This is an optimization exercise on Yosys and OpenROAD, whose aim is small area, a short achievable clock period and few clock cycles per item, not a production implementation. RTL that was checked went through simulation tests only; none was proved equivalent to the original. No functional check of the RTL was part of run 1. No activity file was given, so power comes from the tool's default toggle rates.

==> flow/design.v (outline; a module is shown in full before it is edited, if it fits) <==
// module mac_stage1: 1446 lines
// module mac_stage2: 560 lines
// module conv_accel_top: 233 lines
module conv_accel_top (
    input  logic                       clk,
    input  logic                       rst,
    input  logic                       req_valid_i,
    input  logic [1:0]                 req_op_i,
    input  logic                       req_imm_i,
    input  logic [cnn_pkg::DATA_W-1:0] req_rj_i,
    input  logic [cnn_pkg::DATA_W-1:0] req_rk_i,
    output logic                       req_ready_o,
    output logic                       rsp_valid_o,
    output logic                       mem_valid_o,
    input  logic                       mem_ready_i,
    output logic [cnn_pkg::DATA_W-1:0] mem_addr_o,
    output logic                       mem_read_o,
    output logic [cnn_pkg::DATA_W-1:0] mem_wdata_o,
    input  logic                       mem_rsp_valid_i,
    input  logic [cnn_pkg::DATA_W-1:0] mem_rsp_rdata_i
);
  // ...
==> flow/flow/run.sh <==
#!/bin/bash
# Standard layout, with timing repair aiming past the 10 ns clock's slack.
set -euo pipefail
bash standard.sh SETUP_SLACK_MARGIN=6.5 finish > make_finish.log 2>&1
==> flow/standard.sh <==
#!/bin/bash
# synth_recipe.tcl (not shown) runs the flow's synth.tcl, then flattens the netlist and writes it again
# the make line also repeats each setting of config.mk as NAME=value (left out here)
make -C /OpenROAD-flow-scripts/flow DESIGN_CONFIG=/design/flow/config.mk WORK_HOME=/design/flow/orfs CLKGATE_MAP_FILE= SYNTH_SCRIPT=/design/flow/synth_recipe.tcl "${@:-finish}"
==> flow/config.mk <==
export PLATFORM = sky130hd
export DESIGN_NAME = conv_accel_top
export DESIGN_NICKNAME = conv_accel_top
export VERILOG_FILES = /design/flow/design.v
export SDC_FILE = /design/flow/constraint.sdc
export NUM_CORES = 4
export LEC_CHECK = 0
export CAP_MARGIN = 20
export CORE_MARGIN = 2
export CORE_UTILIZATION = 40
export SLEW_MARGIN = 20
==> flow/constraint.sdc <==
create_clock -name core_clock -period 10.0 [get_ports {clk}]
set_input_delay 2.0000 -clock core_clock [delete_from_list [all_inputs] [get_ports {clk}]]
set_output_delay 2.0000 -clock core_clock [all_outputs]
set_load 0.01 [all_outputs]
==> metrics.yaml, run 1 <==
status: "finished clean"
syn_area_mm2: 0.0495
row_count: 129
power_uw: 13300
pre_cts_ws_ns: 4.85
worst_ep_required_time_ns: 8.00
hold_violations: 0
cts_buffers: 88
tapCellCount: 1637
antenna_found_initial: 3
syn_inst: 5074
rsz0062_at_grt: "true"
hp-class: "flop to flop"
yosys_warnings: 1
synth-edff-count: 572
io_pins: 172
final_common_cell: "nand2_1"
synth_top_area_frac: 0.347
stdcell_count: 6789
die_x_um: 356
p_int_uw: 8320
grt_pass1_vias: 35100
p_sw_uw: 4990
clk_path_buf_depth: 3
cpMaxStageDelayCell: "dfxtp_4"
synth-seq-cells: 792
cpPeakStageDelay_ns: 0.45
pg_clk_uw: 3210
synth_area_leaders: "edfxtp_1 35%, fa_1 10%, dfxtp_1 8.9%"
synth-xor-area-share: 0.0421
final_util: 0.466
nFillCells: 11400
crit_start: "req_rd_q"
critPathCaptureType: "primary output"
top_layer: "met5"
cp-start-kind: "flop"
nClkBuffers: 123
seq-power_uw: 4540
top_regs: "win_q (160), wt_q (128), mid_q (119)"
cts_tree: "done"
hold_end: "fb_q"
syn2layout_area_growth_pct: 15.9
==> module conv_accel_top, before the edit <==
module conv_accel_top (
    input  logic                       clk,
    input  logic                       rst,
    input  logic                       req_valid_i,
    input  logic [1:0]                 req_op_i,
    input  logic                       req_imm_i,
    input  logic [cnn_pkg::DATA_W-1:0] req_rj_i,
    input  logic [cnn_pkg::DATA_W-1:0] req_rk_i,
    output logic                       req_ready_o,
    output logic                       rsp_valid_o,
    output logic                       mem_valid_o,
    input  logic                       mem_ready_i,
    output logic [cnn_pkg::DATA_W-1:0] mem_addr_o,
    output logic                       mem_read_o,
    output logic [cnn_pkg::DATA_W-1:0] mem_wdata_o,
    input  logic                       mem_rsp_valid_i,
    input  logic [cnn_pkg::DATA_W-1:0] mem_rsp_rdata_i
);
    localparam int DW = cnn_pkg::DATA_W;
    localparam int AW = cnn_pkg::ADDR_W;
    localparam int LW = cnn_pkg::LEN_W;
    localparam int S  = cnn_pkg::WIN_WORDS;
    localparam int PW = cnn_pkg::POS_W;
    localparam int MB = cnn_pkg::MID_BITS;
    logic [AW-1:0]          src_q, dst_q;
    logic [LW-1:0]          n_q;
    logic [1:0]             km1_q;               
    logic [1:0]             kwm1_q;              
    logic [3:0][DW-1:0]     wt_q;
    logic                   busy_q;              
    logic                   rsp_q;
    logic [1:0]             keffm1_q;            
    logic [2:0]             wtodo_q;             
    logic [2:0]             wrsp_q;              
    logic [LW-1:0]          rtodo_q;             
    logic [AW-1:0]          rd_addr_q;           
    logic [AW-1:0]          wr_addr_q;           
    logic [2:0]             used_q;              
    logic                   req_v_q, req_rd_q;   
    logic                   req_lastw_q;         
    logic [S-1:0][DW-1:0]   win_q;               
    logic [PW-1:0]          pos_q;               
    logic [1:0]             tap_q;
    logic [LW-1:0]          orem_q;              
    logic [DW-1:0]          acc_s_q, acc_c_q;
    logic                   acc_full_q;          
    logic [1:0]             oinf_q;              
    logic [DW-1:0]          res_q;
    logic                   res_full_q;          
    logic [DW-1:0]          res1_q;              
    logic                   res1_full_q;
    logic cmd_hsk, conv_hsk;
    assign req_ready_o = ~busy_q;
    assign rsp_valid_o = rsp_q;
    assign cmd_hsk     = req_valid_i & ~busy_q;
    assign conv_hsk    = cmd_hsk & (req_op_i == cnn_pkg::OP_CONV);
    logic [1:0]    keff_reuse;                   
    logic [1:0]    kdrop;                        
    assign keff_reuse = (kwm1_q < km1_q) ? kwm1_q : km1_q;
    assign kdrop      = km1_q - keff_reuse;
    always_ff @(posedge clk) begin
        if (cmd_hsk && req_op_i == cnn_pkg::OP_CONF_SRC) begin
            src_q <= req_rj_i[DW-1:2];
            n_q   <= req_rk_i[LW-1:0];
            km1_q <= req_rk_i[LW +: 2] - 2'd1;
        end
        if (cmd_hsk && req_op_i == cnn_pkg::OP_CONF_DST) begin
            dst_q <= req_rj_i[DW-1:2];
        end
        if (conv_hsk && req_imm_i) begin
            kwm1_q <= km1_q;
        end
    end
    logic rd_acc, wr_acc, slot, last_wr;
    logic acc_vacate, res_full_nx, want_rd;
    logic rsp_w, rsp_d;
    assign rd_acc = req_v_q & req_rd_q & mem_ready_i;
    assign wr_acc = req_v_q & ~req_rd_q & mem_ready_i;
    assign slot   = ~req_v_q | mem_ready_i;
    assign rsp_w  = mem_rsp_valid_i & (wrsp_q != 3'd0);
    assign rsp_d  = mem_rsp_valid_i & (wrsp_q == 3'd0);
    assign mem_valid_o = req_v_q;
    assign mem_read_o  = req_rd_q;
    assign mem_addr_o  = {(req_rd_q ? rd_addr_q : wr_addr_q), 2'b00};
    assign mem_wdata_o = res_q;
    logic avail, last_tap, mac_fire, free;
    assign avail      = ~pos_q[PW-1];
    assign last_tap   = (tap_q == keffm1_q);
    assign acc_vacate = acc_full_q & (~res1_full_q | wr_acc);
    assign mac_fire   = busy_q & avail & (orem_q != '0) & ((tap_q != 2'd0) | (oinf_q != 2'd3));
    assign free       = mac_fire & (tap_q == 2'd0);
    assign res_full_nx = res1_full_q | (res_full_q & ~wr_acc) | acc_vacate;
    assign want_rd     = (wtodo_q != 3'd0) | ((rtodo_q != '0) & (int'(used_q) < S));
    assign last_wr     = wr_acc & (orem_q == '0) & (oinf_q == 2'd1);
    always_ff @(posedge clk) begin
        if (rst) begin
            busy_q      <= 1'b0;
            rsp_q       <= 1'b0;
            req_v_q     <= 1'b0;
            req_rd_q    <= 1'b0;
            req_lastw_q <= 1'b0;
            wtodo_q     <= '0;
            wrsp_q      <= '0;
            rtodo_q     <= '0;
            used_q      <= '0;
        end else begin
            rsp_q <= (cmd_hsk & (req_op_i != cnn_pkg::OP_CONV)) | last_wr;
            if (conv_hsk) begin
                busy_q      <= 1'b1;
                req_v_q     <= 1'b1;
                req_rd_q    <= 1'b1;
                if (req_imm_i) begin
                    keffm1_q    <= km1_q;
                    wtodo_q     <= {1'b0, km1_q};
                    wrsp_q      <= {1'b0, km1_q} + 3'd1;
                    req_lastw_q <= (km1_q == 2'd0);
                    rtodo_q     <= n_q;
                    used_q      <= '0;
                end else begin
                    keffm1_q    <= keff_reuse;
                    wtodo_q     <= '0;
                    wrsp_q      <= '0;
                    req_lastw_q <= 1'b0;
                    rtodo_q     <= n_q - LW'(kdrop) - LW'(1);
                    used_q      <= 3'd1;
                end
            end else if (busy_q) begin
                if (last_wr) busy_q <= 1'b0;
                if (rsp_w) wrsp_q <= wrsp_q - 3'd1;
                if (slot) begin
                    if (!last_wr && res_full_nx) begin
                        req_v_q  <= 1'b1;
                        req_rd_q <= 1'b0;
                    end else if (!last_wr && want_rd) begin
                        req_v_q     <= 1'b1;
                        req_rd_q    <= 1'b1;
                        req_lastw_q <= (wtodo_q == 3'd1);
                        if (wtodo_q != 3'd0) wtodo_q <= wtodo_q - 3'd1;
                        else                 rtodo_q <= rtodo_q - LW'(1);
                    end else begin
                        req_v_q <= 1'b0;
                    end
                end
                used_q <= used_q
                          + ((slot && !last_wr && !res_full_nx && want_rd && wtodo_q == 3'd0) ? 3'd1 : 3'd0)
                          - (free ? 3'd1 : 3'd0);
            end
        end
    end
    always_ff @(posedge clk) begin
        if (conv_hsk) begin
            rd_addr_q <= req_imm_i ? req_rj_i[DW-1:2] : src_q;
            wr_addr_q <= dst_q;
        end else begin
            if (rd_acc) rd_addr_q <= req_lastw_q ? src_q : rd_addr_q + AW'(1);
            if (wr_acc) wr_addr_q <= wr_addr_q + AW'(1);
        end
    end
    logic [1:0] widx;
    assign widx = km1_q + 2'd1 - wrsp_q[1:0];    
    always_ff @(posedge clk) begin
        if (rsp_w) wt_q[widx] <= mem_rsp_rdata_i;
        if (rsp_d) begin
            win_q[0] <= mem_rsp_rdata_i;
            for (int i = 1; i < S; i++) win_q[i] <= win_q[i-1];
        end
    end
    logic [DW-1:0] xa_q, ya_q;
    logic          va_q, fa_q, la_q;
    logic [MB-1:0] mid, mid_q;
    logic          vb_q, fb_q, lb_q;
    logic [DW-1:0] mac_as, mac_ac, tree_s, tree_c;
    mac_stage1 u_mac_stage1 (.x(xa_q), .y(ya_q), .mid_o(mid));
    assign mac_as = fb_q ? '0 : acc_s_q;
    assign mac_ac = fb_q ? '0 : acc_c_q;
    mac_stage2 u_mac_stage2 (
        .mid_i(mid_q), .as_i(mac_as), .ac_i(mac_ac), .s_o(tree_s), .c_o(tree_c)
    );
    logic [PW-1:0] pos_step;
    always_comb begin
        pos_step = '0;
        if (mac_fire) pos_step = last_tap ? ({{(PW-2){1'b0}}, keffm1_q} + {PW{1'b1}}) : {PW{1'b1}};
        if (rsp_d)    pos_step = pos_step + {{(PW-1){1'b0}}, 1'b1};
    end
    always_ff @(posedge clk) begin
        if (rst) begin
            acc_full_q <= 1'b0;
            res_full_q <= 1'b0;
            res1_full_q <= 1'b0;
            oinf_q     <= '0;
            va_q       <= 1'b0;
            vb_q       <= 1'b0;
        end else begin
            va_q <= mac_fire;
            vb_q <= va_q;
            if (conv_hsk) begin
                pos_q      <= {PW{1'b1}};
                tap_q      <= '0;
                orem_q     <= n_q - LW'(km1_q);
                acc_full_q <= 1'b0;
                res_full_q <= 1'b0;
                res1_full_q <= 1'b0;
                oinf_q     <= '0;
            end else begin
                pos_q      <= pos_q + pos_step;
                acc_full_q <= (acc_full_q & ~acc_vacate) | (vb_q & lb_q);
                res_full_q <= res_full_nx;
                res1_full_q <= (res1_full_q & ~wr_acc) | (acc_vacate & res_full_q & ~(wr_acc & ~res1_full_q));
                oinf_q     <= oinf_q + (free ? 2'd1 : 2'd0) - (wr_acc ? 2'd1 : 2'd0);
                if (mac_fire) begin
                    tap_q <= last_tap ? 2'd0 : tap_q + 2'd1;
                    if (last_tap) orem_q <= orem_q - LW'(1);
                end
            end
        end
    end
    always_ff @(posedge clk) begin
        xa_q  <= win_q[pos_q[PW-2:0]];
        ya_q  <= wt_q[tap_q];
        fa_q  <= (tap_q == 2'd0);
        la_q  <= last_tap;
        mid_q <= mid;
        fb_q  <= fa_q;
        lb_q  <= la_q;
        if (vb_q) begin
            acc_s_q <= tree_s;
            acc_c_q <= tree_c;
        end
        if (wr_acc && res1_full_q)                                   res_q  <= res1_q;
        else if (acc_vacate && (!res_full_q || wr_acc))              res_q  <= acc_s_q + acc_c_q;
        if (acc_vacate && res_full_q && !(wr_acc && !res1_full_q))   res1_q <= acc_s_q + acc_c_q;
    end
endmodule
==> run 2, diff against run 1 <==
--- a/flow/design.v
+++ b/flow/design.v
@@ -6,22 +6,78 @@
     localparam int WIN_WORDS = 5;                  
     localparam int POS_W     = 4;                  
     localparam int MID_BITS  = 119;                
     localparam logic [1:0] OP_CONF_SRC = 2'd0;     
     localparam logic [1:0] OP_CONF_DST = 2'd1;     
     localparam logic [1:0] OP_CONV     = 2'd2;     
     localparam logic [1:0] OP_NOP      = 2'd3;
 endpackage
+module booth_enc (
+    input  logic [31:0] y,
+    output logic [15:0] one,
+    output logic [15:0] two,
+    output logic [15:0] neg
+);
+    assign one[0] = y[0] ^ 1'b0;
+    assign two[0] = (y[1] & ~y[0] & ~1'b0) | (~y[1] & y[0] & 1'b0);
+    assign neg[0] = y[1];
+    assign one[1] = y[2] ^ y[1];
+    assign two[1] = (y[3] & ~y[2] & ~y[1]) | (~y[3] & y[2] & y[1]);
+    assign neg[1] = y[3];
+    assign one[2] = y[4] ^ y[3];
+    assign two[2] = (y[5] & ~y[4] & ~y[3]) | (~y[5] & y[4] & y[3]);
+    assign neg[2] = y[5];
+    assign one[3] = y[6] ^ y[5];
+    assign two[3] = (y[7] & ~y[6] & ~y[5]) | (~y[7] & y[6] & y[5]);
+    assign neg[3] = y[7];
+    assign one[4] = y[8] ^ y[7];
+    assign two[4] = (y[9] & ~y[8] & ~y[7]) | (~y[9] & y[8] & y[7]);
+    assign neg[4] = y[9];
+    assign one[5] = y[10] ^ y[9];
+    assign two[5] = (y[11] & ~y[10] & ~y[9]) | (~y[11] & y[10] & y[9]);
+    assign neg[5] = y[11];
+    assign one[6] = y[12] ^ y[11];
+    assign two[6] = (y[13] & ~y[12] & ~y[11]) | (~y[13] & y[12] & y[11]);
+    assign neg[6] = y[13];
+    assign one[7] = y[14] ^ y[13];
+    assign two[7] = (y[15] & ~y[14] & ~y[13]) | (~y[15] & y[14] & y[13]);
+    assign neg[7] = y[15];
+    assign one[8] = y[16] ^ y[15];
+    assign two[8] = (y[17] & ~y[16] & ~y[15]) | (~y[17] & y[16] & y[15]);
+    assign neg[8] = y[17];
+    assign one[9] = y[18] ^ y[17];
+    assign two[9] = (y[19] & ~y[18] & ~y[17]) | (~y[19] & y[18] & y[17]);
+    assign neg[9] = y[19];
+    assign one[10] = y[20] ^ y[19];
+    assign two[10] = (y[21] & ~y[20] & ~y[19]) | (~y[21] & y[20] & y[19]);
+    assign neg[10] = y[21];
+    assign one[11] = y[22] ^ y[21];
+    assign two[11] = (y[23] & ~y[22] & ~y[21]) | (~y[23] & y[22] & y[21]);
+    assign neg[11] = y[23];
+    assign one[12] = y[24] ^ y[23];
+    assign two[12] = (y[25] & ~y[24] & ~y[23]) | (~y[25] & y[24] & y[23]);
+    assign neg[12] = y[25];
+    assign one[13] = y[26] ^ y[25];
+    assign two[13] = (y[27] & ~y[26] & ~y[25]) | (~y[27] & y[26] & y[25]);
+    assign neg[13] = y[27];
+    assign one[14] = y[28] ^ y[27];
+    assign two[14] = (y[29] & ~y[28] & ~y[27]) | (~y[29] & y[28] & y[27]);
+    assign neg[14] = y[29];
+    assign one[15] = y[30] ^ y[29];
+    assign two[15] = (y[31] & ~y[30] & ~y[29]) | (~y[31] & y[30] & y[29]);
+    assign neg[15] = y[31];
+endmodule
 module mac_stage1 (
     input  logic [31:0] x,
-    input  logic [31:0] y,
+    input  logic [15:0] one,
+    input  logic [15:0] two,
+    input  logic [15:0] neg,
     output logic [118:0] mid_o
 );
-    logic [15:0] one, two, neg;
     logic pp0_0;
     logic pp0_1;
     logic pp0_2;
     logic pp0_3;
     logic pp0_4;
     logic pp0_5;
     logic pp0_6;
     logic pp0_7;
@@ -648,19 +704,16 @@
     logic as357;
     logic ac358;
     logic as359;
     logic ac360;
     logic as361;
     logic ac362;
     logic as363;
     logic ac364;
-    assign one[0] = y[0] ^ 1'b0;
-    assign two[0] = (y[1] & ~y[0] & ~1'b0) | (~y[1] & y[0] & 1'b0);
-    assign neg[0] = y[1];
     assign pp0_0 = ((one[0] & x[0]) | (two[0] & 1'b0)) ^ neg[0];
     assign pp0_1 = ((one[0] & x[1]) | (two[0] & x[0])) ^ neg[0];
     assign pp0_2 = ((one[0] & x[2]) | (two[0] & x[1])) ^ neg[0];
     assign pp0_3 = ((one[0] & x[3]) | (two[0] & x[2])) ^ neg[0];
     assign pp0_4 = ((one[0] & x[4]) | (two[0] & x[3])) ^ neg[0];
     assign pp0_5 = ((one[0] & x[5]) | (two[0] & x[4])) ^ neg[0];
     assign pp0_6 = ((one[0] & x[6]) | (two[0] & x[5])) ^ neg[0];
     assign pp0_7 = ((one[0] & x[7]) | (two[0] & x[6])) ^ neg[0];
@@ -683,19 +736,16 @@
     assign pp0_24 = ((one[0] & x[24]) | (two[0] & x[23])) ^ neg[0];
     assign pp0_25 = ((one[0] & x[25]) | (two[0] & x[24])) ^ neg[0];
     assign pp0_26 = ((one[0] & x[26]) | (two[0] & x[25])) ^ neg[0];
     assign pp0_27 = ((one[0] & x[27]) | (two[0] & x[26])) ^ neg[0];
     assign pp0_28 = ((one[0] & x[28]) | (two[0] & x[27])) ^ neg[0];
     assign pp0_29 = ((one[0] & x[29]) | (two[0] & x[28])) ^ neg[0];
     assign pp0_30 = ((one[0] & x[30]) | (two[0] & x[29])) ^ neg[0];
     assign pp0_31 = ((one[0] & x[31]) | (two[0] & x[30])) ^ neg[0];
-    assign one[1] = y[2] ^ y[1];
-    assign two[1] = (y[3] & ~y[2] & ~y[1]) | (~y[3] & y[2] & y[1]);
-    assign neg[1] = y[3];
     assign pp1_2 = ((one[1] & x[0]) | (two[1] & 1'b0)) ^ neg[1];
     assign pp1_3 = ((one[1] & x[1]) | (two[1] & x[0])) ^ neg[1];
     assign pp1_4 = ((one[1] & x[2]) | (two[1] & x[1])) ^ neg[1];
     assign pp1_5 = ((one[1] & x[3]) | (two[1] & x[2])) ^ neg[1];
     assign pp1_6 = ((one[1] & x[4]) | (two[1] & x[3])) ^ neg[1];
     assign pp1_7 = ((one[1] & x[5]) | (two[1] & x[4])) ^ neg[1];
     assign pp1_8 = ((one[1] & x[6]) | (two[1] & x[5])) ^ neg[1];
     assign pp1_9 = ((one[1] & x[7]) | (two[1] & x[6])) ^ neg[1];
@@ -716,19 +766,16 @@
     assign pp1_24 = ((one[1] & x[22]) | (two[1] & x[21])) ^ neg[1];
     assign pp1_25 = ((one[1] & x[23]) | (two[1] & x[22])) ^ neg[1];
     assign pp1_26 = ((one[1] & x[24]) | (two[1] & x[23])) ^ neg[1];
     assign pp1_27 = ((one[1] & x[25]) | (two[1] & x[24])) ^ neg[1];
     assign pp1_28 = ((one[1] & x[26]) | (two[1] & x[25])) ^ neg[1];
     assign pp1_29 = ((one[1] & x[27]) | (two[1] & x[26])) ^ neg[1];
     assign pp1_30 = ((one[1] & x[28]) | (two[1] & x[27])) ^ neg[1];
     assign pp1_31 = ((one[1] & x[29]) | (two[1] & x[28])) ^ neg[1];
-    assign one[2] = y[4] ^ y[3];
-    assign two[2] = (y[5] & ~y[4] & ~y[3]) | (~y[5] & y[4] & y[3]);
-    assign neg[2] = y[5];
     assign pp2_4 = ((one[2] & x[0]) | (two[2] & 1'b0)) ^ neg[2];
     assign pp2_5 = ((one[2] & x[1]) | (two[2] & x[0])) ^ neg[2];
     assign pp2_6 = ((one[2] & x[2]) | (two[2] & x[1])) ^ neg[2];
     assign pp2_7 = ((one[2] & x[3]) | (two[2] & x[2])) ^ neg[2];
     assign pp2_8 = ((one[2] & x[4]) | (two[2] & x[3])) ^ neg[2];
     assign pp2_9 = ((one[2] & x[5]) | (two[2] & x[4])) ^ neg[2];
     assign pp2_10 = ((one[2] & x[6]) | (two[2] & x[5])) ^ neg[2];
     assign pp2_11 = ((one[2] & x[7]) | (two[2] & x[6])) ^ neg[2];
@@ -747,19 +794,16 @@
     assign pp2_24 = ((one[2] & x[20]) | (two[2] & x[19])) ^ neg[2];
     assign pp2_25 = ((one[2] & x[21]) | (two[2] & x[20])) ^ neg[2];
     assign pp2_26 = ((one[2] & x[22]) | (two[2] & x[21])) ^ neg[2];
     assign pp2_27 = ((one[2] & x[23]) | (two[2] & x[22])) ^ neg[2];
     assign pp2_28 = ((one[2] & x[24]) | (two[2] & x[23])) ^ neg[2];
     assign pp2_29 = ((one[2] & x[25]) | (two[2] & x[24])) ^ neg[2];
     assign pp2_30 = ((one[2] & x[26]) | (two[2] & x[25])) ^ neg[2];
     assign pp2_31 = ((one[2] & x[27]) | (two[2] & x[26])) ^ neg[2];
-    assign one[3] = y[6] ^ y[5];
-    assign two[3] = (y[7] & ~y[6] & ~y[5]) | (~y[7] & y[6] & y[5]);
-    assign neg[3] = y[7];
     assign pp3_6 = ((one[3] & x[0]) | (two[3] & 1'b0)) ^ neg[3];
     assign pp3_7 = ((one[3] & x[1]) | (two[3] & x[0])) ^ neg[3];
     assign pp3_8 = ((one[3] & x[2]) | (two[3] & x[1])) ^ neg[3];
     assign pp3_9 = ((one[3] & x[3]) | (two[3] & x[2])) ^ neg[3];
     assign pp3_10 = ((one[3] & x[4]) | (two[3] & x[3])) ^ neg[3];
     assign pp3_11 = ((one[3] & x[5]) | (two[3] & x[4])) ^ neg[3];
     assign pp3_12 = ((one[3] & x[6]) | (two[3] & x[5])) ^ neg[3];
     assign pp3_13 = ((one[3] & x[7]) | (two[3] & x[6])) ^ neg[3];
@@ -776,19 +820,16 @@
     assign pp3_24 = ((one[3] & x[18]) | (two[3] & x[17])) ^ neg[3];
     assign pp3_25 = ((one[3] & x[19]) | (two[3] & x[18])) ^ neg[3];
     assign pp3_26 = ((one[3] & x[20]) | (two[3] & x[19])) ^ neg[3];
     assign pp3_27 = ((one[3] & x[21]) | (two[3] & x[20])) ^ neg[3];
     assign pp3_28 = ((one[3] & x[22]) | (two[3] & x[21])) ^ neg[3];
     assign pp3_29 = ((one[3] & x[23]) | (two[3] & x[22])) ^ neg[3];
     assign pp3_30 = ((one[3] & x[24]) | (two[3] & x[23])) ^ neg[3];
     assign pp3_31 = ((one[3] & x[25]) | (two[3] & x[24])) ^ neg[3];
-    assign one[4] = y[8] ^ y[7];
-    assign two[4] = (y[9] & ~y[8] & ~y[7]) | (~y[9] & y[8] & y[7]);
-    assign neg[4] = y[9];
     assign pp4_8 = ((one[4] & x[0]) | (two[4] & 1'b0)) ^ neg[4];
     assign pp4_9 = ((one[4] & x[1]) | (two[4] & x[0])) ^ neg[4];
     assign pp4_10 = ((one[4] & x[2]) | (two[4] & x[1])) ^ neg[4];
     assign pp4_11 = ((one[4] & x[3]) | (two[4] & x[2])) ^ neg[4];
     assign pp4_12 = ((one[4] & x[4]) | (two[4] & x[3])) ^ neg[4];
     assign pp4_13 = ((one[4] & x[5]) | (two[4] & x[4])) ^ neg[4];
     assign pp4_14 = ((one[4] & x[6]) | (two[4] & x[5])) ^ neg[4];
     assign pp4_15 = ((one[4] & x[7]) | (two[4] & x[6])) ^ neg[4];
@@ -803,19 +844,16 @@
     assign pp4_24 = ((one[4] & x[16]) | (two[4] & x[15])) ^ neg[4];
     assign pp4_25 = ((one[4] & x[17]) | (two[4] & x[16])) ^ neg[4];
     assign pp4_26 = ((one[4] & x[18]) | (two[4] & x[17])) ^ neg[4];
     assign pp4_27 = ((one[4] & x[19]) | (two[4] & x[18])) ^ neg[4];
     assign pp4_28 = ((one[4] & x[20]) | (two[4] & x[19])) ^ neg[4];
     assign pp4_29 = ((one[4] & x[21]) | (two[4] & x[20])) ^ neg[4];
     assign pp4_30 = ((one[4] & x[22]) | (two[4] & x[21])) ^ neg[4];
     assign pp4_31 = ((one[4] & x[23]) | (two[4] & x[22])) ^ neg[4];
-    assign one[5] = y[10] ^ y[9];
-    assign two[5] = (y[11] & ~y[10] & ~y[9]) | (~y[11] & y[10] & y[9]);
-    assign neg[5] = y[11];
     assign pp5_10 = ((one[5] & x[0]) | (two[5] & 1'b0)) ^ neg[5];
     assign pp5_11 = ((one[5] & x[1]) | (two[5] & x[0])) ^ neg[5];
     assign pp5_12 = ((one[5] & x[2]) | (two[5] & x[1])) ^ neg[5];
     assign pp5_13 = ((one[5] & x[3]) | (two[5] & x[2])) ^ neg[5];
     assign pp5_14 = ((one[5] & x[4]) | (two[5] & x[3])) ^ neg[5];
     assign pp5_15 = ((one[5] & x[5]) | (two[5] & x[4])) ^ neg[5];
     assign pp5_16 = ((one[5] & x[6]) | (two[5] & x[5])) ^ neg[5];
     assign pp5_17 = ((one[5] & x[7]) | (two[5] & x[6])) ^ neg[5];
@@ -828,19 +866,16 @@
     assign pp5_24 = ((one[5] & x[14]) | (two[5] & x[13])) ^ neg[5];
     assign pp5_25 = ((one[5] & x[15]) | (two[5] & x[14])) ^ neg[5];
     assign pp5_26 = ((one[5] & x[16]) | (two[5] & x[15])) ^ neg[5];
     assign pp5_27 = ((one[5] & x[17]) | (two[5] & x[16])) ^ neg[5];
     assign pp5_28 = ((one[5] & x[18]) | (two[5] & x[17])) ^ neg[5];
     assign pp5_29 = ((one[5] & x[19]) | (two[5] & x[18])) ^ neg[5];
     assign pp5_30 = ((one[5] & x[20]) | (two[5] & x[19])) ^ neg[5];
     assign pp5_31 = ((one[5] & x[21]) | (two[5] & x[20])) ^ neg[5];
-    assign one[6] = y[12] ^ y[11];
-    assign two[6] = (y[13] & ~y[12] & ~y[11]) | (~y[13] & y[12] & y[11]);
-    assign neg[6] = y[13];
     assign pp6_12 = ((one[6] & x[0]) | (two[6] & 1'b0)) ^ neg[6];
     assign pp6_13 = ((one[6] & x[1]) | (two[6] & x[0])) ^ neg[6];
     assign pp6_14 = ((one[6] & x[2]) | (two[6] & x[1])) ^ neg[6];
     assign pp6_15 = ((one[6] & x[3]) | (two[6] & x[2])) ^ neg[6];
     assign pp6_16 = ((one[6] & x[4]) | (two[6] & x[3])) ^ neg[6];
     assign pp6_17 = ((one[6] & x[5]) | (two[6] & x[4])) ^ neg[6];
     assign pp6_18 = ((one[6] & x[6]) | (two[6] & x[5])) ^ neg[6];
     assign pp6_19 = ((one[6] & x[7]) | (two[6] & x[6])) ^ neg[6];
@@ -851,19 +886,16 @@
     assign pp6_24 = ((one[6] & x[12]) | (two[6] & x[11])) ^ neg[6];
     assign pp6_25 = ((one[6] & x[13]) | (two[6] & x[12])) ^ neg[6];
     assign pp6_26 = ((one[6] & x[14]) | (two[6] & x[13])) ^ neg[6];
     assign pp6_27 = ((one[6] & x[15]) | (two[6] & x[14])) ^ neg[6];
     assign pp6_28 = ((one[6] & x[16]) | (two[6] & x[15])) ^ neg[6];
     assign pp6_29 = ((one[6] & x[17]) | (two[6] & x[16])) ^ neg[6];
     assign pp6_30 = ((one[6] & x[18]) | (two[6] & x[17])) ^ neg[6];
     assign pp6_31 = ((one[6] & x[19]) | (two[6] & x[18])) ^ neg[6];
-    assign one[7] = y[14] ^ y[13];
-    assign two[7] = (y[15] & ~y[14] & ~y[13]) | (~y[15] & y[14] & y[13]);
-    assign neg[7] = y[15];
     assign pp7_14 = ((one[7] & x[0]) | (two[7] & 1'b0)) ^ neg[7];
     assign pp7_15 = ((one[7] & x[1]) | (two[7] & x[0])) ^ neg[7];
     assign pp7_16 = ((one[7] & x[2]) | (two[7] & x[1])) ^ neg[7];
     assign pp7_17 = ((one[7] & x[3]) | (two[7] & x[2])) ^ neg[7];
     assign pp7_18 = ((one[7] & x[4]) | (two[7] & x[3])) ^ neg[7];
     assign pp7_19 = ((one[7] & x[5]) | (two[7] & x[4])) ^ neg[7];
     assign pp7_20 = ((one[7] & x[6]) | (two[7] & x[5])) ^ neg[7];
     assign pp7_21 = ((one[7] & x[7]) | (two[7] & x[6])) ^ neg[7];
@@ -872,110 +904,86 @@
     assign pp7_24 = ((one[7] & x[10]) | (two[7] & x[9])) ^ neg[7];
     assign pp7_25 = ((one[7] & x[11]) | (two[7] & x[10])) ^ neg[7];
     assign pp7_26 = ((one[7] & x[12]) | (two[7] & x[11])) ^ neg[7];
     assign pp7_27 = ((one[7] & x[13]) | (two[7] & x[12])) ^ neg[7];
     assign pp7_28 = ((one[7] & x[14]) | (two[7] & x[13])) ^ neg[7];
     assign pp7_29 = ((one[7] & x[15]) | (two[7] & x[14])) ^ neg[7];
     assign pp7_30 = ((one[7] & x[16]) | (two[7] & x[15])) ^ neg[7];
     assign pp7_31 = ((one[7] & x[17]) | (two[7] & x[16])) ^ neg[7];
-    assign one[8] = y[16] ^ y[15];
-    assign two[8] = (y[17] & ~y[16] & ~y[15]) | (~y[17] & y[16] & y[15]);
-    assign neg[8] = y[17];
     assign pp8_16 = ((one[8] & x[0]) | (two[8] & 1'b0)) ^ neg[8];
     assign pp8_17 = ((one[8] & x[1]) | (two[8] & x[0])) ^ neg[8];
     assign pp8_18 = ((one[8] & x[2]) | (two[8] & x[1])) ^ neg[8];
     assign pp8_19 = ((one[8] & x[3]) | (two[8] & x[2])) ^ neg[8];
     assign pp8_20 = ((one[8] & x[4]) | (two[8] & x[3])) ^ neg[8];
     assign pp8_21 = ((one[8] & x[5]) | (two[8] & x[4])) ^ neg[8];
     assign pp8_22 = ((one[8] & x[6]) | (two[8] & x[5])) ^ neg[8];
     assign pp8_23 = ((one[8] & x[7]) | (two[8] & x[6])) ^ neg[8];
     assign pp8_24 = ((one[8] & x[8]) | (two[8] & x[7])) ^ neg[8];
     assign pp8_25 = ((one[8] & x[9]) | (two[8] & x[8])) ^ neg[8];
     assign pp8_26 = ((one[8] & x[10]) | (two[8] & x[9])) ^ neg[8];
     assign pp8_27 = ((one[8] & x[11]) | (two[8] & x[10])) ^ neg[8];
     assign pp8_28 = ((one[8] & x[12]) | (two[8] & x[11])) ^ neg[8];
     assign pp8_29 = ((one[8] & x[13]) | (two[8] & x[12])) ^ neg[8];
     assign pp8_30 = ((one[8] & x[14]) | (two[8] & x[13])) ^ neg[8];
     assign pp8_31 = ((one[8] & x[15]) | (two[8] & x[14])) ^ neg[8];
-    assign one[9] = y[18] ^ y[17];
-    assign two[9] = (y[19] & ~y[18] & ~y[17]) | (~y[19] & y[18] & y[17]);
-    assign neg[9] = y[19];
     assign pp9_18 = ((one[9] & x[0]) | (two[9] & 1'b0)) ^ neg[9];
     assign pp9_19 = ((one[9] & x[1]) | (two[9] & x[0])) ^ neg[9];
     assign pp9_20 = ((one[9] & x[2]) | (two[9] & x[1])) ^ neg[9];
     assign pp9_21 = ((one[9] & x[3]) | (two[9] & x[2])) ^ neg[9];
     assign pp9_22 = ((one[9] & x[4]) | (two[9] & x[3])) ^ neg[9];
     assign pp9_23 = ((one[9] & x[5]) | (two[9] & x[4])) ^ neg[9];
     assign pp9_24 = ((one[9] & x[6]) | (two[9] & x[5])) ^ neg[9];
     assign pp9_25 = ((one[9] & x[7]) | (two[9] & x[6])) ^ neg[9];
     assign pp9_26 = ((one[9] & x[8]) | (two[9] & x[7])) ^ neg[9];
     assign pp9_27 = ((one[9] & x[9]) | (two[9] & x[8])) ^ neg[9];
     assign pp9_28 = ((one[9] & x[10]) | (two[9] & x[9])) ^ neg[9];
     assign pp9_29 = ((one[9] & x[11]) | (two[9] & x[10])) ^ neg[9];
     assign pp9_30 = ((one[9] & x[12]) | (two[9] & x[11])) ^ neg[9];
     assign pp9_31 = ((one[9] & x[13]) | (two[9] & x[12])) ^ neg[9];
-    assign one[10] = y[20] ^ y[19];
-    assign two[10] = (y[21] & ~y[20] & ~y[19]) | (~y[21] & y[20] & y[19]);
-    assign neg[10] = y[21];
     assign pp10_20 = ((one[10] & x[0]) | (two[10] & 1'b0)) ^ neg[10];
     assign pp10_21 = ((one[10] & x[1]) | (two[10] & x[0])) ^ neg[10];
     assign pp10_22 = ((one[10] & x[2]) | (two[10] & x[1])) ^ neg[10];
     assign pp10_23 = ((one[10] & x[3]) | (two[10] & x[2])) ^ neg[10];
     assign pp10_24 = ((one[10] & x[4]) | (two[10] & x[3])) ^ neg[10];
     assign pp10_25 = ((one[10] & x[5]) | (two[10] & x[4])) ^ neg[10];
     assign pp10_26 = ((one[10] & x[6]) | (two[10] & x[5])) ^ neg[10];
     assign pp10_27 = ((one[10] & x[7]) | (two[10] & x[6])) ^ neg[10];
     assign pp10_28 = ((one[10] & x[8]) | (two[10] & x[7])) ^ neg[10];
     assign pp10_29 = ((one[10] & x[9]) | (two[10] & x[8])) ^ neg[10];
     assign pp10_30 = ((one[10] & x[10]) | (two[10] & x[9])) ^ neg[10];
     assign pp10_31 = ((one[10] & x[11]) | (two[10] & x[10])) ^ neg[10];
-    assign one[11] = y[22] ^ y[21];
-    assign two[11] = (y[23] & ~y[22] & ~y[21]) | (~y[23] & y[22] & y[21]);
-    assign neg[11] = y[23];
     assign pp11_22 = ((one[11] & x[0]) | (two[11] & 1'b0)) ^ neg[11];
     assign pp11_23 = ((one[11] & x[1]) | (two[11] & x[0])) ^ neg[11];
     assign pp11_24 = ((one[11] & x[2]) | (two[11] & x[1])) ^ neg[11];
     assign pp11_25 = ((one[11] & x[3]) | (two[11] & x[2])) ^ neg[11];
     assign pp11_26 = ((one[11] & x[4]) | (two[11] & x[3])) ^ neg[11];
     assign pp11_27 = ((one[11] & x[5]) | (two[11] & x[4])) ^ neg[11];
     assign pp11_28 = ((one[11] & x[6]) | (two[11] & x[5])) ^ neg[11];
     assign pp11_29 = ((one[11] & x[7]) | (two[11] & x[6])) ^ neg[11];
     assign pp11_30 = ((one[11] & x[8]) | (two[11] & x[7])) ^ neg[11];
     assign pp11_31 = ((one[11] & x[9]) | (two[11] & x[8])) ^ neg[11];
-    assign one[12] = y[24] ^ y[23];
-    assign two[12] = (y[25] & ~y[24] & ~y[23]) | (~y[25] & y[24] & y[23]);
-    assign neg[12] = y[25];
     assign pp12_24 = ((one[12] & x[0]) | (two[12] & 1'b0)) ^ neg[12];
     assign pp12_25 = ((one[12] & x[1]) | (two[12] & x[0])) ^ neg[12];
     assign pp12_26 = ((one[12] & x[2]) | (two[12] & x[1])) ^ neg[12];
     assign pp12_27 = ((one[12] & x[3]) | (two[12] & x[2])) ^ neg[12];
     assign pp12_28 = ((one[12] & x[4]) | (two[12] & x[3])) ^ neg[12];
     assign pp12_29 = ((one[12] & x[5]) | (two[12] & x[4])) ^ neg[12];
     assign pp12_30 = ((one[12] & x[6]) | (two[12] & x[5])) ^ neg[12];
     assign pp12_31 = ((one[12] & x[7]) | (two[12] & x[6])) ^ neg[12];
-    assign one[13] = y[26] ^ y[25];
-    assign two[13] = (y[27] & ~y[26] & ~y[25]) | (~y[27] & y[26] & y[25]);
-    assign neg[13] = y[27];
     assign pp13_26 = ((one[13] & x[0]) | (two[13] & 1'b0)) ^ neg[13];
     assign pp13_27 = ((one[13] & x[1]) | (two[13] & x[0])) ^ neg[13];
     assign pp13_28 = ((one[13] & x[2]) | (two[13] & x[1])) ^ neg[13];
     assign pp13_29 = ((one[13] & x[3]) | (two[13] & x[2])) ^ neg[13];
     assign pp13_30 = ((one[13] & x[4]) | (two[13] & x[3])) ^ neg[13];
     assign pp13_31 = ((one[13] & x[5]) | (two[13] & x[4])) ^ neg[13];
-    assign one[14] = y[28] ^ y[27];
-    assign two[14] = (y[29] & ~y[28] & ~y[27]) | (~y[29] & y[28] & y[27]);
-    assign neg[14] = y[29];
     assign pp14_28 = ((one[14] & x[0]) | (two[14] & 1'b0)) ^ neg[14];
     assign pp14_29 = ((one[14] & x[1]) | (two[14] & x[0])) ^ neg[14];
     assign pp14_30 = ((one[14] & x[2]) | (two[14] & x[1])) ^ neg[14];
     assign pp14_31 = ((one[14] & x[3]) | (two[14] & x[2])) ^ neg[14];
-    assign one[15] = y[30] ^ y[29];
-    assign two[15] = (y[31] & ~y[30] & ~y[29]) | (~y[31] & y[30] & y[29]);
-    assign neg[15] = y[31];
     assign pp15_30 = ((one[15] & x[0]) | (two[15] & 1'b0)) ^ neg[15];
     assign pp15_31 = ((one[15] & x[1]) | (two[15] & x[0])) ^ neg[15];
     assign as1 = neg[12] ^ pp0_24;
     assign ac2 = neg[12] & pp0_24;
     assign as3 = pp0_25 ^ pp10_25;
     assign ac4 = pp0_25 & pp10_25;
     assign as5 = neg[13] ^ pp0_26 ^ pp10_26;
     assign ac6 = (neg[13] & pp0_26) | (neg[13] & pp10_26) | (pp0_26 & pp10_26);
@@ -2050,16 +2058,17 @@
     logic                   busy_q;              
     logic                   rsp_q;
     logic [1:0]             keffm1_q;            
     logic [2:0]             wtodo_q;             
     logic [2:0]             wrsp_q;              
     logic [LW-1:0]          rtodo_q;             
     logic [AW-1:0]          rd_addr_q;           
     logic [AW-1:0]          wr_addr_q;           
+    logic [AW-1:0]          addr_q;              
     logic [2:0]             used_q;              
     logic                   req_v_q, req_rd_q;   
     logic                   req_lastw_q;         
     logic [S-1:0][DW-1:0]   win_q;               
     logic [PW-1:0]          pos_q;               
     logic [1:0]             tap_q;
     logic [LW-1:0]          orem_q;              
     logic [DW-1:0]          acc_s_q, acc_c_q;
@@ -2096,17 +2105,17 @@
     logic rsp_w, rsp_d;
     assign rd_acc = req_v_q & req_rd_q & mem_ready_i;
     assign wr_acc = req_v_q & ~req_rd_q & mem_ready_i;
     assign slot   = ~req_v_q | mem_ready_i;
     assign rsp_w  = mem_rsp_valid_i & (wrsp_q != 3'd0);
     assign rsp_d  = mem_rsp_valid_i & (wrsp_q == 3'd0);
     assign mem_valid_o = req_v_q;
     assign mem_read_o  = req_rd_q;
-    assign mem_addr_o  = {(req_rd_q ? rd_addr_q : wr_addr_q), 2'b00};
+    assign mem_addr_o  = {addr_q, 2'b00};
     assign mem_wdata_o = res_q;
     logic avail, last_tap, mac_fire, free;
     assign avail      = ~pos_q[PW-1];
     assign last_tap   = (tap_q == keffm1_q);
     assign acc_vacate = acc_full_q & (~res1_full_q | wr_acc);
     assign mac_fire   = busy_q & avail & (orem_q != '0) & ((tap_q != 2'd0) | (oinf_q != 2'd3));
     assign free       = mac_fire & (tap_q == 2'd0);
     assign res_full_nx = res1_full_q | (res_full_q & ~wr_acc) | acc_vacate;
@@ -2162,40 +2171,51 @@
                     end
                 end
                 used_q <= used_q
                           + ((slot && !last_wr && !res_full_nx && want_rd && wtodo_q == 3'd0) ? 3'd1 : 3'd0)
                           - (free ? 3'd1 : 3'd0);
             end
         end
     end
+    logic [AW-1:0] rd_addr_d, wr_addr_d;
+    logic          new_wr, new_rd;
+    assign rd_addr_d = rd_acc ? (req_lastw_q ? src_q : rd_addr_q + AW'(1)) : rd_addr_q;
+    assign wr_addr_d = wr_acc ? wr_addr_q + AW'(1) : wr_addr_q;
+    assign new_wr    = busy_q & slot & ~last_wr & res_full_nx;
+    assign new_rd    = busy_q & slot & ~last_wr & ~res_full_nx & want_rd;
     always_ff @(posedge clk) begin
         if (conv_hsk) begin
             rd_addr_q <= req_imm_i ? req_rj_i[DW-1:2] : src_q;
             wr_addr_q <= dst_q;
+            addr_q    <= req_imm_i ? req_rj_i[DW-1:2] : src_q;
         end else begin
-            if (rd_acc) rd_addr_q <= req_lastw_q ? src_q : rd_addr_q + AW'(1);
-            if (wr_acc) wr_addr_q <= wr_addr_q + AW'(1);
+            rd_addr_q <= rd_addr_d;
+            wr_addr_q <= wr_addr_d;
+            if (new_wr)      addr_q <= wr_addr_d;
+            else if (new_rd) addr_q <= rd_addr_d;
         end
     end
     logic [1:0] widx;
     assign widx = km1_q + 2'd1 - wrsp_q[1:0];    
     always_ff @(posedge clk) begin
         if (rsp_w) wt_q[widx] <= mem_rsp_rdata_i;
         if (rsp_d) begin
             win_q[0] <= mem_rsp_rdata_i;
             for (int i = 1; i < S; i++) win_q[i] <= win_q[i-1];
         end
     end
-    logic [DW-1:0] xa_q, ya_q;
+    logic [DW-1:0]   xa_q;
+    logic [DW/2-1:0] one, two, neg, onea_q, twoa_q, nega_q;   
     logic          va_q, fa_q, la_q;
     logic [MB-1:0] mid, mid_q;
     logic          vb_q, fb_q, lb_q;
     logic [DW-1:0] mac_as, mac_ac, tree_s, tree_c;
-    mac_stage1 u_mac_stage1 (.x(xa_q), .y(ya_q), .mid_o(mid));
+    booth_enc u_booth_enc (.y(wt_q[tap_q]), .one(one), .two(two), .neg(neg));
+    mac_stage1 u_mac_stage1 (.x(xa_q), .one(onea_q), .two(twoa_q), .neg(nega_q), .mid_o(mid));
     assign mac_as = fb_q ? '0 : acc_s_q;
     assign mac_ac = fb_q ? '0 : acc_c_q;
     mac_stage2 u_mac_stage2 (
         .mid_i(mid_q), .as_i(mac_as), .ac_i(mac_ac), .s_o(tree_s), .c_o(tree_c)
     );
     logic [PW-1:0] pos_step;
     always_comb begin
         pos_step = '0;
@@ -2231,17 +2251,19 @@
                     tap_q <= last_tap ? 2'd0 : tap_q + 2'd1;
                     if (last_tap) orem_q <= orem_q - LW'(1);
                 end
             end
         end
     end
     always_ff @(posedge clk) begin
         xa_q  <= win_q[pos_q[PW-2:0]];
-        ya_q  <= wt_q[tap_q];
+        onea_q <= one;
+        twoa_q <= two;
+        nega_q <= neg;
         fa_q  <= (tap_q == 2'd0);
         la_q  <= last_tap;
         mid_q <= mid;
         fb_q  <= fa_q;
         lb_q  <= la_q;
         if (vb_q) begin
             acc_s_q <= tree_s;
             acc_c_q <= tree_c;
==> flow/flow/run.sh (replaced) <==
#!/bin/bash
# Standard layout; ports buffered with a plain buffer, free cell resizing, and
# timing repair aiming past the 10 ns clock's slack.
set -euo pipefail
bash standard.sh SETUP_SLACK_MARGIN=6.5 MATCH_CELL_FOOTPRINT=0 "BUFFER_PORTS_ARGS=-buffer_cell sky130_fd_sc_hd__buf_4" finish > make_finish.log 2>&1
==> run 2 against run 1 <==
  * Still clean
  * Total power rose by 1.5%
  * Clock skew is 0.047 ns lower
  * Setup slack gained 0.39 ns
  * Final cell count fell by 14%
  * Largest power group unchanged
==> metrics.yaml, run 2 <==
status: "finished clean"
nFillCells: 10600  # -7.4%
synth.avg_cell_area_um2: 11.3
cp.buffers_inverters: 3
place_hpwl_mm: 76.9
cts_tree: "done"
synth.most_common_cell: "edfxtp_1"
drt-vias-per-instance: 5.39
postPlaceCellArea_mm2: 0.0491
ant_nets: 0
max_cap_violations: 0
fin_ws_ns: 6.48
finalInstanceArea_mm2: 0.0532
maxSlewViolCount: 0
pre_cts_ws_ns: 5.17  # +0.325 ns
cp-start-kind: "primary input"
grt-ovfl-total: 0
async_flop_share: 0
critPathCaptureType: "flop"
routed_wl_mm: 124
fmax_mhz: 284
finalCritPeriodShare: 0.352
min_path_cells: 0
synth_cell_types: 87
reg2reg_from: "orem_q[8]"
vias: 31300
cts_sinks: 838
synth_ff_type: "edfxtp_1"
die_x_um: 345  # -3.0%
hp-start: "fa_q"
initial_utilization: 0.402
yosys_warnings: 1  # unchanged
relSlewSlack: 0.277
synth-seq-cells: 838  # +5.8%
path_cells: "buf_8, nand3b_4, inv_8, nand3b_1, or4_4, and4bb_2, ha_4, inv_2, fa_2, xor2_1, nor2_1, a31oi_1, nor2_1"
routabilityCongestion: 0.845
cpPeakStageDelay_ns: 0.55  # +0.10 ns
cellPowerDensity_mw_per_mm2: 254
ir_drop_mv: 0.236
grt_pass1_vias: 31800  # -9.4%
cpMostUsedCell: "nor2_1"
hold_end: "fb_q"
hp-class: "flop to flop"
final_common_cell: "edfxtp_1"
drt_pass1_iterations: 5
syn_area_mm2: 0.0466  # -6.0%
gr-usage-all-layers: 0.204
ys_seq_area_frac: 0.477
synth_commonest_cells: "542 x edfxtp_1, 518 x inv_1, 338 x nand2_1, 296 x dfxtp_1, 265 x xnor2_1"
post-route-min-period_ns: 3.52
antenna_found_initial: 2  # -1
core_mm2: 0.116
htreeDepth: 3
top_regs: "win_q (160), wt_q (128), mid_q (119)"
synth_top_area_frac: 0.350  # +0.00286
rsz0062_at_grt: "true"
worst_ep_required_time_ns: 10.57  # +2.57 ns
port_buffers: 149
hold_violations: 0  # unchanged
path_delay_family: "simple AND/OR/NAND/NOR gates"
io_pins: 172  # unchanged
first_iter_violations: 3042
clock-skew-final_ns: 0.0539
syn_inst: 4123  # -19%
cpMaxStageDelayCell: "or4_4"
mostFrequentLayoutCells: "542 x edfxtp_1, 517 x inv_1, 334 x nand2_1, 261 x xnor2_1, 259 x dfxtp_1"
hold_buffers: 0
clkTransAtPathRegs_ns: 0.06
layout-drive-gt1-share: 0.142
largest_register_ffs: 160
setup_viol: 0
syn2layout_area_growth_pct: 14.2
fin_setup_tns_ns: 0
grt_pass1_wl_mm: 190
root_buffer: "clkbuf_16"
grt_max_degree: 81
synth_area_leaders: "edfxtp_1 35%, dfxtp_1 13%, fa_1 11%"
wire_per_inst_um: 21.3
synth-edff-count: 542  # -5.2%
die_h_um: 345
r2r-end: "pos_q[3]"
clk_latency_ns: 0.69
cp.arrival_ns: 4.09
leakagePower_uw: 0.0204
row_count: 125  # -3.1%
dieArea_mm2: 0.119
crit_start: "mem_ready_i"
worstSetupPathType: "primary input to flop"
cp_max_fo: 4
regMostFlops: "win_q"
cts_buffers: 93  # +5.7%
seq_area_mm2: 0.0223
r2r_setup_slack_ns: 6.56
worstMarginPinSlew_ns: 1.08
multi_input_area_mm2: 0.0216
layout.nets: 4663
synth_top_area_cell: "edfxtp_1"
clk_path_buf_depth: 3  # unchanged
reg2regPathDepth: 13
drc: 0
[run 2: cell count changes after synthesis, moves of 137 or more]
| cell | delta |
|---|---|
| clkbuf_1 | -137 |
| nor2_1 | -260 |
| nand2_1 | -259 |
| a21oi_1 | -171 |
| a22oi_1 | +205 |
| o21ai_0 | -217 |
[run 2: how the worst max path moves through the flow]
stage	to	slack [ns]	depth (start not counted)
after global placement	req_v_q	5.19	7
after CTS	req_ready_o	6.42	2
after detailed placement	req_v_q	5.17	7
after global routing	pos_q[3]	6.40	15
after floorplan	wrsp_q[1]	5.02	5
final	used_q[2]	6.48	13
[run 2: power breakdown]
group	leakage [uW]	switching (uW)	internal, uW
Sequential	0.00751	441	4490
Combinational	0.0113	2870	2200
Clock	0.00154	1450	2050
[run 2: metrics by stage]
stage	utilization	std cells	total power, uW	hold WS [ns]
after floorplan	-	4124	8350	0.310
after global placement	0.424	5586	9810	0.315
after detailed placement	0.424	5586	9920	0.317
after CTS	0.456	5788	13600	0.332
after global routing	0.459	5805	14500	0.353
final	0.459	5805	13500	0.337
[run 2: cell families (layout without fill, tap and decap cells)]
logic type | after synthesis | after routing | share of synthesized area
flops | 838 | 838 | 0.477
compound gates | 797 | 797 | 0.110
buf+inv | 784 | 937 | 0.0658
simple gates | 779 | 782 | 0.0805
xor+xnor | 430 | 430 | 0.0809
fa+ha+maj | 359 | 359 | 0.138
mux | 135 | 135 | 0.0474
other cells | 1 | 3 | 0.0000805
[run 2: layout make-up]
cell class,count,area share
flip-flops and latches,838,0.419
clock inverters,34,0.00755
well taps,1524,0.0359
diodes,1,0.0000471
inverters,521,0.0370
clock buffers,141,0.0520
multi-input cells,2505,0.407
repair buffers,241,0.0417
[run 2: per-layer routing]
layer	track usage	routed length [um]	part of all wire
met1	0.279	53400	0.43
met2	0.332	57900	0.47
met3	0.0334	8540	0.069
met4	0.0677	3740	0.030
met5	0	0	0
[run 2: timing repair]
item                                    in CTS  in global routing
cloned                                       6                  3
endpoints found under the setup margin     205                 99
resized for setup                           75                 39
setup buffers                               21                 13
pin swaps                                    9                 20
Testbench counts of run 2, summed over its fixed seeds: cycles 8,990, items 2,528.
==> run 3, diff against run 2 <==
==> flow/flow/run.sh (replaced) <==
#!/bin/bash
# Standard layout; ports buffered with a plain buffer, free cell resizing, and
# timing repair aiming past the 10 ns clock's slack.
set -euo pipefail
bash standard.sh SETUP_SLACK_MARGIN=6.8 MATCH_CELL_FOOTPRINT=0 "BUFFER_PORTS_ARGS=-buffer_cell sky130_fd_sc_hd__buf_4" finish > make_finish.log 2>&1
==> run 3 against run 2 <==
  * Largest power group unchanged
  * Worst hold slack lost 0.0093 ns
  * Critical path type unchanged
  * Synthesized cell count is the same
  * Still clean on timing, DRC and antenna
  * Area after synthesis is the same
==> metrics.yaml, run 3 <==
critPathCaptureType: "flop"
synth_top_area_frac: 0.350  # unchanged
yosys_warnings: 1  # unchanged
synth_area_leaders: "edfxtp_1 35%, dfxtp_1 13%, fa_1 11%"
synth-edff-count: 542  # unchanged
layout.nets: 4704  # +0.88%
drt_pass1_iterations: 6  # +1
clk_latency_ns: 0.69  # about the same
vias: 30900  # -1.2%
synth_ff_type: "edfxtp_1"
row_count: 125  # unchanged
status: "finished clean"
wire_per_inst_um: 20.7  # -3.0%
root_buffer: "clkbuf_16"
fin_setup_tns_ns: 0  # unchanged
synth_cell_types: 87  # unchanged
grt-ovfl-total: 0  # unchanged
final_common_cell: "edfxtp_1"
syn_inst: 4123  # unchanged
synth-seq-cells: 838  # unchanged
nFillCells: 10500  # -0.52%
antenna_found_initial: 2  # unchanged
drt-vias-per-instance: 5.29  # -1.9%
die_h_um: 345  # unchanged
fin_ws_ns: 6.64  # +0.169 ns
syn_area_mm2: 0.0466  # unchanged
postPlaceCellArea_mm2: 0.0493  # +0.47%
top_regs: "win_q (160), wt_q (128), mid_q (119)"
synth_commonest_cells: "542 x edfxtp_1, 518 x inv_1, 338 x nand2_1, 296 x dfxtp_1, 265 x xnor2_1"
grt_max_degree: 81  # unchanged
clock-skew-final_ns: 0.0450  # -0.00891 ns
regMostFlops: "win_q"
cts_sinks: 838  # unchanged
initial_utilization: 0.402  # unchanged
grt_pass1_vias: 31000  # -2.5%
dieArea_mm2: 0.119  # unchanged
grt_pass1_wl_mm: 185  # -2.3%
ant_nets: 0  # unchanged
hp-class: "flop to flop"
ys_seq_area_frac: 0.477  # unchanged
rsz0062_at_grt: "true"
relSlewSlack: 0.357  # +0.0804
synth_top_area_cell: "edfxtp_1"
place_hpwl_mm: 74.2  # -3.5%
worstSetupPathType: "primary input to flop"
ir_drop_mv: 0.190  # -19%
max_cap_violations: 0  # unchanged
worstMarginPinSlew_ns: 0.964  # -0.119 ns
finalInstanceArea_mm2: 0.0542  # +1.9%
syn2layout_area_growth_pct: 16.4
maxSlewViolCount: 0  # unchanged
post-route-min-period_ns: 3.36  # -0.169 ns
final_util: 0.468  # +0.00891
largest_register_ffs: 160  # unchanged
core_mm2: 0.116  # unchanged
port_buffers: 149  # unchanged
routed_wl_mm: 121  # -2.4%
first_iter_violations: 2562  # -16%
htreeDepth: 3  # unchanged
gr-usage-all-layers: 0.198  # -0.00586
clkTransAtPathRegs_ns: 0.06  # about the same
setup_viol: 0  # unchanged
cts_tree: "done"
cp.arrival_ns: 3.92  # -0.17 ns
hold_violations: 0  # unchanged
finalCritPeriodShare: 0.336  # -0.0169
clk_path_buf_depth: 3  # unchanged
leakagePower_uw: 0.0208  # +2.3%
cp_max_fo: 4  # unchanged
fmax_mhz: 298  # +5.0%
synth.most_common_cell: "edfxtp_1"
pre_cts_ws_ns: 5.24  # +0.0691 ns
async_flop_share: 0  # unchanged
cts_buffers: 92  # -1.1%
die_x_um: 345  # unchanged
layout-drive-gt1-share: 0.171  # +0.0285
drc: 0  # unchanged
worst_ep_required_time_ns: 10.56  # about the same
routabilityCongestion: 0.843  # -0.30%
cellPowerDensity_mw_per_mm2: 254  # about the same
diodes: 0  # -1
mostFrequentLayoutCells: "542 x edfxtp_1, 514 x inv_1, 325 x nand2_1, 261 x xnor2_1, 255 x fa_1"
cp-start-kind: "primary input"
power_uw: 13800  # +2.0%
io_pins: 172  # unchanged
synth.avg_cell_area_um2: 11.3  # unchanged
-- run 3: cell counts after synthesis --
Identical to the previous run, type by type.
-- run 3: stage by stage --
step                hold WS (ns)  instances
finish                     0.327       5844
global route               0.345       5844
CTS                        0.326       5829
detailed placement         0.312       5587
global placement           0.315       5587
floorplan                  0.310       4124
-- run 3: cells by family (layout without fill, tap and decap cells) --
kind of cell / after synthesis / count (layout) / share of synthesized area
flops: 838 / 838 / 0.477
compound gates: 797 / 798 / 0.110
buf+inv: 784 / 976 / 0.0658
simple gates: 779 / 782 / 0.0805
xor+xnor: 430 / 430 / 0.0809
fa+ha+maj: 359 / 359 / 0.138
mux: 135 / 135 / 0.0474
other cells: 1 / 2 / 0.0000805
-- run 3: repair_timing --
item	4_1_cts	5_1_grt
endpoints found under the setup margin	412	298
endpoints found under the hold margin	0	0
gates resized for setup	183	65
cloned	12	3
buffers inserted	57	12
pin swaps	23	16
hold buffers	0	0
-- run 3: area by class of cell --
cell class / count / area (um2) / area share
Sequential cell: 838 / 22300 / 0.412
Multi-Input combinational cell: 2506 / 22000 / 0.406
Timing Repair Buffer: 282 / 2850 / 0.0525
Clock buffer: 120 / 2640 / 0.0486
Inverter: 521 / 1970 / 0.0363
Tap cell: 1524 / 1910 / 0.0352
Clock inverter: 53 / 539 / 0.00995
-- run 3: final timing paths --
kind / startpoint / end / slack [ns] / depth (start not counted)
max: mem_ready_i / used_q[2] / 6.64 / 13
min reg2reg: la_q / lb_q / 0.33 / 0
max reg2reg: xa_q[3] / mid_q[118] / 6.68 / 12
min: la_q / lb_q / 0.33 / 0
-- run 3: routing by layer --
metal	part of all wire	wire length, um	global-route usage
met5	0.00025	30	0
met4	0.027	3280	0.0664
met3	0.069	8340	0.0368
met2	0.46	55000	0.312
met1	0.45	54000	0.277
-- run 3: worst max-delay path, cell delays in order --
cell and delay [ns]:
buf_8 0.08, nand3b_4 0.16, inv_8 0.08, nand3b_1 0.08, or4_4 0.45, and4bb_2 0.27, ha_4 0.16, inv_2 0.05
fa_2 0.18, xor2_1 0.14, nor2_1 0.05, a31oi_1 0.15, nor2_1 0.06
-- run 3: power by group --
part	internal [uW]	total, uW	switching, uW
combinational	2320	5360	3040
sequential	4490	4920	429
clock	2020	3500	1490

-- re-timing with driven ports --
How much do the figures lean on ideal ports? The routed layouts below were timed once more, with nothing changed but the port constraints. Step 1 sets driving cells, clkbuf_16 on the clock port and buf_2 on the other inputs (assumed; they add their load-dependent delay and slew). Step 2 times the ports against the registers' clock, not the clock port: input delays grow and output delays shrink by t, the midpoint of the rising clock arrivals with the driver on. a / b / c = ideal / step 1 / step 2; a / b = the first two.
| run | t (ns) | slack for setup (ns) | latest minus earliest clock arrival (ns) | cell pins on the clock port's net |
|---|---|---|---|---|
| run 1 | 0.753 | 6.083 / 6.011 / 5.802 | 0.102 / 0.102 | 1 |
| run 2 | 0.734 | 6.476 / 6.451 / 5.716 | 0.063 / 0.063 | 1 |
| run 3 | 0.738 | 6.645 / 6.596 / 5.892 | 0.050 / 0.049 | 1 |
After both steps every run listed still meets setup and hold. For run 2, which loses most, drivers alone change the setup slack by -0.025 ns; drivers and shift together by -0.760 ns.
